What follows belongs to an exercise in optimizing a design on an open flow for small area; a production flow would make more cautious choices. In this exercise RTL edits were held to simulation tests only and were not proved equivalent to the original. Power is estimated from default activity; no workload was simulated.

lagoon:
## objetoNotas
module objetoNotas
(
	input wire logic clk,
	input wire logic reset,
	input wire logic [5:0] numeroNota,
	input wire logic [9:0] posicionYNotaCancion1,
	input wire logic cuente,
	input wire logic movimientoIzquierda,
	input wire logic movimientoDerecha,
	input wire logic [7:0] x,
	input wire logic [6:0] y,
	output logic [2:0] color,
	output logic notaActiva
);
	localparam int noteCount = 23;
	localparam logic [7:0] emptyCode = 8'h81;
	function automatic logic [8:0] add9(input logic [8:0] a, input logic [8:0] b);
		logic carry;
		carry = 1'b0;
		for (int i = 0; i < 9; i++)
		begin
			add9[i] = a[i] ^ b[i] ^ carry;
			carry = (a[i] && b[i]) || (carry && (a[i] ^ b[i]));
		end
	endfunction
	logic [8:0] scrollPhase;
	logic phase;
	logic [noteCount-1:0][16:0] noteStore;
	logic hit;
	logic [noteCount-1:0] writeSlot;
	logic [8:0] slotHalfX;
	logic [8:0] loadHalfX;
	logic [6:0] loadY;
	logic [2:0] loadYThermo;
	logic [7:0] loadYCode;
	logic [16:0] writeData;
	for (genvar i = 0; i < noteCount; i++)
	begin : decode
		assign writeSlot[i] = reset || (cuente && (numeroNota == 6'(i + 1)));
	end
	assign slotHalfX = 9'(numeroNota) + {1'b0, numeroNota, 2'b00};
	assign loadHalfX = scrollPhase + slotHalfX;
	assign loadY = posicionYNotaCancion1[6:0];
	assign loadYThermo = {loadY[1:0] == 2'd3, loadY[1], loadY[1:0] != 2'd0};
	logic [4:0] loadRow;
	logic [8:0] loadHalfXFlip;
	assign loadRow = loadY[6:2] ^ {phase, 1'b0, phase, 1'b0, phase};
	assign loadYCode = {loadRow ^ (loadRow >> 1), loadYThermo ^ {3{loadY[2] ^ phase}}};
	assign loadHalfXFlip = loadHalfX ^ {phase, 1'b0, phase, 1'b0, phase, 1'b0, phase, 1'b0, phase};
	assign writeData[8:0] = loadHalfXFlip ^ (loadHalfXFlip >> 1);
	assign writeData[16:9] = (reset || (posicionYNotaCancion1[9:7] != 3'd0)) ? (emptyCode ^ {8{phase}}) : loadYCode;
	logic [noteCount-1:0] holdSlot;
	logic [noteCount-1:0][16:0] noteNext;
	for (genvar i = 0; i < noteCount; i++)
	begin : slot
		assign holdSlot[i] = !writeSlot[i];
		for (genvar b = 0; b < 17; b++)
		begin : bits
			noteHold hold (
				.stored(noteStore[i][b]),
				.write(writeSlot[i]),
				.hold(holdSlot[i]),
				.flipData(writeData[b]),
				.next(noteNext[i][b])
			);
		end
		always_ff @(posedge clk)
		begin
			noteStore[i] <= noteNext[i];
		end
	end
	always_ff @(posedge clk)
	begin
		phase <= !phase;
	end
  ...
Settings: LEC_CHECK=0, CAP_MARGIN=5, CORE_MARGIN=2, CORE_UTILIZATION=40, GPL_TIMING_DRIVEN=0, SLEW_MARGIN=5, SYNTH_HIERARCHICAL=1; clock period 5.0 ns.
standard.sh (not shown) runs the stock make flow with config.mk's settings and CLKGATE_MAP_FILE= SYNTH_SCRIPT=/design/flow/synth_recipe.tcl, a recipe that flattens the netlist after the stock synthesis.
==> flow/flow/run.sh <==
#!/bin/bash
# Standard layout, with its own clock-tree options and one extra step
# between synthesis and floorplan: every
# combinational cell that synthesis upsized goes back to its smallest drive
# strength (flow/downsize.py); the standard timing and design repair of the
# later steps upsizes or buffers again wherever it is needed.
set -euo pipefail
here=$(pwd)
bash standard.sh synth > "$here/synth.log" 2>&1
results=$(ls -d "$here"/orfs/results/*/objetoNotas/base)
platform_dir="$FLOW_HOME/platforms/$FLOW_PLATFORM"
python3 flow/downsize.py "$results/1_2_yosys.v" "$platform_dir/lib/sky130_fd_sc_hd__tt_025C_1v80.lib" > "$here/downsize.log" 2>&1
# Clock tree: larger sink clusters on clkbuf_8 and no dummy loads (the
# standard flow's H-tree balancing adds dozens of them)
export CTS_ARGS="-sink_clustering_enable -repair_clock_nets -sink_clustering_size 18 -sink_clustering_max_diameter 90 -buf_list sky130_fd_sc_hd__clkbuf_8 -dont_use_dummy_load"
# Port buffers: every input and output still gets one, as in the standard
# flow, but a plain buf_2 rather than the delay cell the flow picks by itself
export BUFFER_PORTS_ARGS="-buffer_cell sky130_fd_sc_hd__buf_2"
bash standard.sh > "$here/layout.log" 2>&1
Other scripts of this flow, unchanged in this note and not shown: flow/flow/downsize.py
[inputs] maple vs lagoon
--- a/flow/flow/run.sh
+++ b/flow/flow/run.sh
@@ -15 +15 @@
-export CTS_ARGS="-sink_clustering_enable -repair_clock_nets -sink_clustering_size 18 -sink_clustering_max_diameter 90 -buf_list sky130_fd_sc_hd__clkbuf_8 -dont_use_dummy_load"
+export CTS_ARGS="-sink_clustering_enable -repair_clock_nets -sink_clustering_size 15 -sink_clustering_max_diameter 80 -buf_list sky130_fd_sc_hd__clkbuf_8 -dont_use_dummy_load"
Results
maple against lagoon: number of antenna violations at the first check in global routing lost 1; via count neither gained nor lost much; post-layout instance area neither gained nor lost much.
Between lagoon and maple, the wire length figures differ only marginally.
What willow does differently from maple at the input level:
--- a/flow/config.mk
+++ b/flow/config.mk
@@ -8 +8 @@
-export CAP_MARGIN = 5
+export CAP_MARGIN = 0
@@ -12 +12 @@
-export SLEW_MARGIN = 5
+export SLEW_MARGIN = 0
[summary]
On relative slew slack, willow does worse than maple.
Comparing willow and maple, proportion of power drawn by the clock network is lower on maple.
From maple to willow the numbers moved as follows: number of detailed-route iterations in the first pass has increased; global router's overall resource usage now larger; tightest hold margin saw little to no change; number of ordinary and repair buffers in the finished layout lost about 8%; utilization decreased by 0.35 points relative to the old numbers.
Setup changes, willow to indigo
--- a/flow/flow/run.sh
+++ b/flow/flow/run.sh
@@ -17,2 +17,2 @@
-# flow, but a plain buf_2 rather than the delay cell the flow picks by itself
-export BUFFER_PORTS_ARGS="-buffer_cell sky130_fd_sc_hd__buf_2"
+# flow, but a plain buf_1 rather than the delay cell the flow picks by itself
+export BUFFER_PORTS_ARGS="-buffer_cell sky130_fd_sc_hd__buf_1"
==> results.txt <==
Comparing willow and indigo, the higher final period demand of the worst path was measured on willow. Between indigo and willow, the power after layout figures differ only marginally. ~same wire length of the first global-routing pass in willow and indigo. Diff willow -> indigo | amount of wire on met2 after detailed routing | decrease of about 1.4%. Global-route usage delta for indigo relative to willow: 0.38 points lower. The sequential share of layout area on indigo is in line with that on willow. indigo vs willow — largest vdd supply drop rose 5.2%. Compared to willow, the router laid down less metal wire for indigo. Compared with willow, indigo shows a starting DRC count in detailed routing that is 16 lower.

---

== run 1 ==
objetoNotas, a different RTL version from the one above (not shown whole).
For scale: roughly 40 I/O pins, roughly 16000 µm² of cells after synthesis.
export LEC_CHECK = 0
export CAP_MARGIN = 0
export CORE_MARGIN = 2
export CORE_UTILIZATION = 45
export GPL_TIMING_DRIVEN = 0
export SLEW_MARGIN = 0
export SYNTH_HIERARCHICAL = 1
create_clock -name core_clock -period 5.0 [get_ports {clk}]
==> flow/flow/run.sh <==
#!/bin/bash
# Standard layout, with its own clock-tree options and one extra step
# between synthesis and floorplan: every
# combinational cell that synthesis upsized goes back to its smallest drive
# strength (flow/downsize.py); the standard timing and design repair of the
# later steps upsizes or buffers again wherever it is needed.
set -euo pipefail
here=$(pwd)
bash standard.sh synth > "$here/synth.log" 2>&1
results=$(ls -d "$here"/orfs/results/*/objetoNotas/base)
platform_dir="$FLOW_HOME/platforms/$FLOW_PLATFORM"
python3 flow/downsize.py "$results/1_2_yosys.v" "$platform_dir/lib/sky130_fd_sc_hd__tt_025C_1v80.lib" > "$here/downsize.log" 2>&1
# Clock tree: larger sink clusters on clkbuf_16 and no dummy loads (the
# standard flow's H-tree balancing adds dozens of them)
export CTS_ARGS="-sink_clustering_enable -repair_clock_nets -sink_clustering_size 25 -sink_clustering_max_diameter 100 -buf_list sky130_fd_sc_hd__clkbuf_16 -dont_use_dummy_load"
# Port buffers: every input and output still gets one, as in the standard
# flow, but a plain buf_2 rather than the delay cell the flow picks by itself
export BUFFER_PORTS_ARGS="-buffer_cell sky130_fd_sc_hd__buf_2"
bash standard.sh > "$here/layout.log" 2>&1
Other scripts of this flow, unchanged in this note and not shown: flow/flow/downsize.py
What run 2 does differently from run 1 at the input level:
Settings: CAP_MARGIN changed from 0 to 5; SLEW_MARGIN changed from 0 to 5.
==> flow/flow/run.sh <==
#!/bin/bash
# Standard layout, with its own clock-tree options and one extra step
# between synthesis and floorplan: every
# combinational cell that synthesis upsized goes back to its smallest drive
# strength (flow/downsize.py); the standard timing and design repair of the
# later steps upsizes or buffers again wherever it is needed.
set -euo pipefail
here=$(pwd)
bash standard.sh synth > "$here/synth.log" 2>&1
results=$(ls -d "$here"/orfs/results/*/objetoNotas/base)
platform_dir="$FLOW_HOME/platforms/$FLOW_PLATFORM"
python3 flow/downsize.py "$results/1_2_yosys.v" "$platform_dir/lib/sky130_fd_sc_hd__tt_025C_1v80.lib" > "$here/downsize.log" 2>&1
# Clock tree: larger sink clusters on clkbuf_8 and no dummy loads (the
# standard flow's H-tree balancing adds dozens of them)
export CTS_ARGS="-sink_clustering_enable -repair_clock_nets -sink_clustering_size 15 -sink_clustering_max_diameter 80 -buf_list sky130_fd_sc_hd__clkbuf_8 -dont_use_dummy_load"
# Port buffers: every input and output still gets one, as in the standard
# flow, but a plain buf_2 rather than the delay cell the flow picks by itself
export BUFFER_PORTS_ARGS="-buffer_cell sky130_fd_sc_hd__buf_2"
bash standard.sh > "$here/layout.log" 2>&1
- Run 2 gives more final setup slack of the worst path than run 1 did.
- Run 2: routed wirelength normalized by instance count about 0.8% above run 1
- Going from run 1 to run 2, via count grew slightly.
- Cell count: run 2 higher than run 1
- Summary — net switching power of the design, run 2 relative to run 1: higher, by about 1.9%.
The following lists how run 3 was set up differently from run 2:
Settings: a change of SLEW_MARGIN from 5 to 0; a change of CAP_MARGIN from 5 to 0.
### Flow results
As far as total number of multi-input combinational cells goes, run 2 and run 3 are indistinguishable; the numbers are identical.
Comparing share of total power in sequential cells for run 2 and run 3, the smaller number came from run 2.
Run 2 and run 3 ended up with nearly the same clock-pin slew on the worst setup and hold paths.
Power down about 2% in run 3 wrt run 2

---

== v50 ==
Another version of the RTL of objetoNotas (not shown whole).
For scale: ~1,600 cells after synthesis, roughly 40 I/O pins.
export LEC_CHECK = 0
export CAP_MARGIN = 20
export CORE_MARGIN = 2
export CORE_UTILIZATION = 40
export GPL_TIMING_DRIVEN = 0
export SLEW_MARGIN = 20
export SYNTH_HIERARCHICAL = 1
create_clock -name core_clock -period 5.0 [get_ports {clk}]
==> flow/flow/run.sh <==
#!/bin/bash
# Standard layout, with its own clock-tree options and one extra step
# between synthesis and floorplan: every
# combinational cell that synthesis upsized goes back to its smallest drive
# strength (flow/downsize.py); the standard timing and design repair of the
# later steps upsizes or buffers again wherever it is needed.
set -euo pipefail
here=$(pwd)
bash standard.sh synth > "$here/synth.log" 2>&1
results=$(ls -d "$here"/orfs/results/*/objetoNotas/base)
platform_dir="$FLOW_HOME/platforms/$FLOW_PLATFORM"
python3 flow/downsize.py "$results/1_2_yosys.v" "$platform_dir/lib/sky130_fd_sc_hd__tt_025C_1v80.lib" > "$here/downsize.log" 2>&1
# Clock tree: larger sink clusters on clkbuf_8 and no dummy loads (the
# standard flow's H-tree balancing adds dozens of them)
export CTS_ARGS="-sink_clustering_enable -repair_clock_nets -sink_clustering_size 15 -sink_clustering_max_diameter 80 -buf_list sky130_fd_sc_hd__clkbuf_8 -dont_use_dummy_load"
bash standard.sh > "$here/layout.log" 2>&1
Other scripts of this flow, unchanged in this note and not shown: flow/flow/downsize.py
## Diff of input files: v30 against v50
--- a/flow/flow/run.sh
+++ b/flow/flow/run.sh
@@ -15 +15,4 @@
-export CTS_ARGS="-sink_clustering_enable -repair_clock_nets -sink_clustering_size 15 -sink_clustering_max_diameter 80 -buf_list sky130_fd_sc_hd__clkbuf_8 -dont_use_dummy_load"
+export CTS_ARGS="-sink_clustering_enable -repair_clock_nets -sink_clustering_size 12 -sink_clustering_max_diameter 60 -buf_list {sky130_fd_sc_hd__clkbuf_4 sky130_fd_sc_hd__clkbuf_8} -dont_use_dummy_load"
+# Port buffers: every input and output still gets one, as in the standard
+# flow, but a plain buf_2 rather than the delay cell the flow picks by itself
+export BUFFER_PORTS_ARGS="-buffer_cell sky130_fd_sc_hd__buf_2"
==> comparison <==
Wire length on met2, v50 and v30, lower one = v50.
As of v30, total clock buffers created by CTS had risen by more than a quarter compared to v50.
Peak fanout along the critical path came out exactly the same in v50 and v30.
Relative to v50, initial antenna violation count has gone down in v30.
Data required time of the worst path ended up 0.04 ns lower on v30 than on v50.
v30 ends up with a total wire length after detailed routing that is 1500 µm lower than in v50.
Looking at v50 and v30, the global-route usage is a wash.
Power share of the combinational group (lower): v30
There was hardly any difference in number of global-route vias before repair between v50 and v30.
v30 vs v50 on worst-case vdd ir drop: v30 is the higher one.
Headroom to the max-slew limit (lower): v30
--- input diff v30..v34 ---
--- a/flow/flow/run.sh
+++ b/flow/flow/run.sh
@@ -15 +15 @@
-export CTS_ARGS="-sink_clustering_enable -repair_clock_nets -sink_clustering_size 12 -sink_clustering_max_diameter 60 -buf_list {sky130_fd_sc_hd__clkbuf_4 sky130_fd_sc_hd__clkbuf_8} -dont_use_dummy_load"
+export CTS_ARGS="-sink_clustering_enable -repair_clock_nets -sink_clustering_size 15 -sink_clustering_max_diameter 80 -buf_list sky130_fd_sc_hd__clkbuf_8 -dont_use_dummy_load"
--- a/flow/config.mk
+++ b/flow/config.mk
@@ -10 +10 @@
-export CORE_UTILIZATION = 40
+export CORE_UTILIZATION = 55
[summary]
The run with more routed wire is v34, not v30.
Higher signal arrival time at the worst endpoint was reported by v34, not v30.
In the tables for v34 and v30, total met2 wirelength after detailed routing reads lower with v30.
Count of plain and timing-repair buffers in the layout is higher on v34
On internal power contribution, v34 and v30 are basically level.
Comparing v34 and v30, share of total power in sequential cells is higher on v30.
Across both runs, area of the die was lower for v34 than for v30.
Summary of v34 over v30: combined area of the multi-input logic cells did not really move, post-route total power went up.
From v30 to v34 the numbers moved as follows: via total after detailed routing increased 403; maximum frequency decreased about 1.2%.

---

objetoNotas with an RTL version that a note above also has.
Size: ~1500 cells after synthesis, about 16000 um2 of cells after synthesis.
export LEC_CHECK = 0
export CAP_MARGIN = 0
export CORE_MARGIN = 2
export CORE_UTILIZATION = 45
export GPL_TIMING_DRIVEN = 0
export SLEW_MARGIN = 0
export SYNTH_HIERARCHICAL = 1
create_clock -name core_clock -period 5.0 [get_ports {clk}]
==> flow/flow/run.sh <==
#!/bin/bash
# Standard layout, with its own clock-tree options and one extra step
# between synthesis and floorplan: every
# combinational cell that synthesis upsized goes back to its smallest drive
# strength (flow/downsize.py); the standard timing and design repair of the
# later steps upsizes or buffers again wherever it is needed.
set -euo pipefail
here=$(pwd)
bash standard.sh synth > "$here/synth.log" 2>&1
results=$(ls -d "$here"/orfs/results/*/objetoNotas/base)
platform_dir="$FLOW_HOME/platforms/$FLOW_PLATFORM"
python3 flow/downsize.py "$results/1_2_yosys.v" "$platform_dir/lib/sky130_fd_sc_hd__tt_025C_1v80.lib" > "$here/downsize.log" 2>&1
# Clock tree: larger sink clusters on clkbuf_8 and no dummy loads (the
# standard flow's H-tree balancing adds dozens of them)
export CTS_ARGS="-sink_clustering_enable -repair_clock_nets -sink_clustering_size 15 -sink_clustering_max_diameter 80 -buf_list sky130_fd_sc_hd__clkbuf_8 -dont_use_dummy_load"
# Port buffers: every input and output still gets one, as in the standard
# flow, but a plain buf_2 rather than the delay cell the flow picks by itself
export BUFFER_PORTS_ARGS="-buffer_cell sky130_fd_sc_hd__buf_2"
bash standard.sh > "$here/layout.log" 2>&1
Other scripts of this flow, unchanged in this note and not shown: flow/flow/downsize.py
The first run produced a clean layout.
Rerun with:
- CAP_MARGIN: 0 -> 20
- CORE_UTILIZATION: 45 -> 40
- SLEW_MARGIN: 0 -> 20
Wire length rose by 0.53%. Clock skew went up by 0.019 ns. Register-to-register slack improved by 0.30 ns. Cell count rises by 4.3%. Cell area rises by about 2.8%. Fmax came out higher by 6.9%. Area after synthesis is unchanged.

## re-timing with driven ports
No port has a modelled driver above. Below, the same layouts with a new extraction and two added sets of constraints. Step 1: set_driving_cell puts a clkbuf_16 on clk and a buf_2 on each other input, an assumption about the parent block. Step 2 adds t to the input delays and takes it off the output delays; t is the mean of the earliest and latest rising clock arrival at the registers after step 1. Input paths then give back, and output paths get back, about the clock's delay inside the block. Slacks: ideal / step 1 / step 2; pairs: ideal / step 1.
| run | t, ns | slack for setup (ns) | clock arrival spread, ns |
|---|---|---|---|
| lagoon | 0.649 | 0.326 / 0.326 / -0.210 | 0.052 / 0.051 |
| maple | 0.678 | 0.164 / 0.164 / -0.402 | 0.023 / 0.023 |
| willow | 0.696 | 0.243 / 0.243 / -0.316 | 0.015 / 0.015 |
| indigo | 0.655 | 0.299 / 0.299 / -0.262 | 0.050 / 0.050 |
| run 1 | 0.574 | 0.125 / 0.157 / -0.417 | 0.052 / 0.052 |
| run 2 | 0.689 | 0.145 / 0.145 / -0.449 | 0.018 / 0.018 |
| run 3 | 0.664 | 0.163 / 0.163 / -0.457 | 0.053 / 0.053 |
| v50 | 0.695 | 0.175 / 0.175 / -0.412 | 0.082 / 0.083 |
| v30 | 0.650 | 0.315 / 0.315 / 0.030 | 0.079 / 0.079 |
| v34 | 0.676 | 0.259 / 0.259 / -0.260 | 0.095 / 0.095 |
| the first run of note 4 | 0.678 | 0.342 / 0.342 / -0.179 | 0.018 / 0.018 |
| the second run of note 4 | 0.658 | 0.644 / 0.644 / 0.090 | 0.045 / 0.044 |
With both steps, setup timing fails in 10 of these runs, where it was met with ideal ports. The setup slack of run 3, which loses most, moves by 0.000 ns with the drivers and by -0.620 ns with both steps.
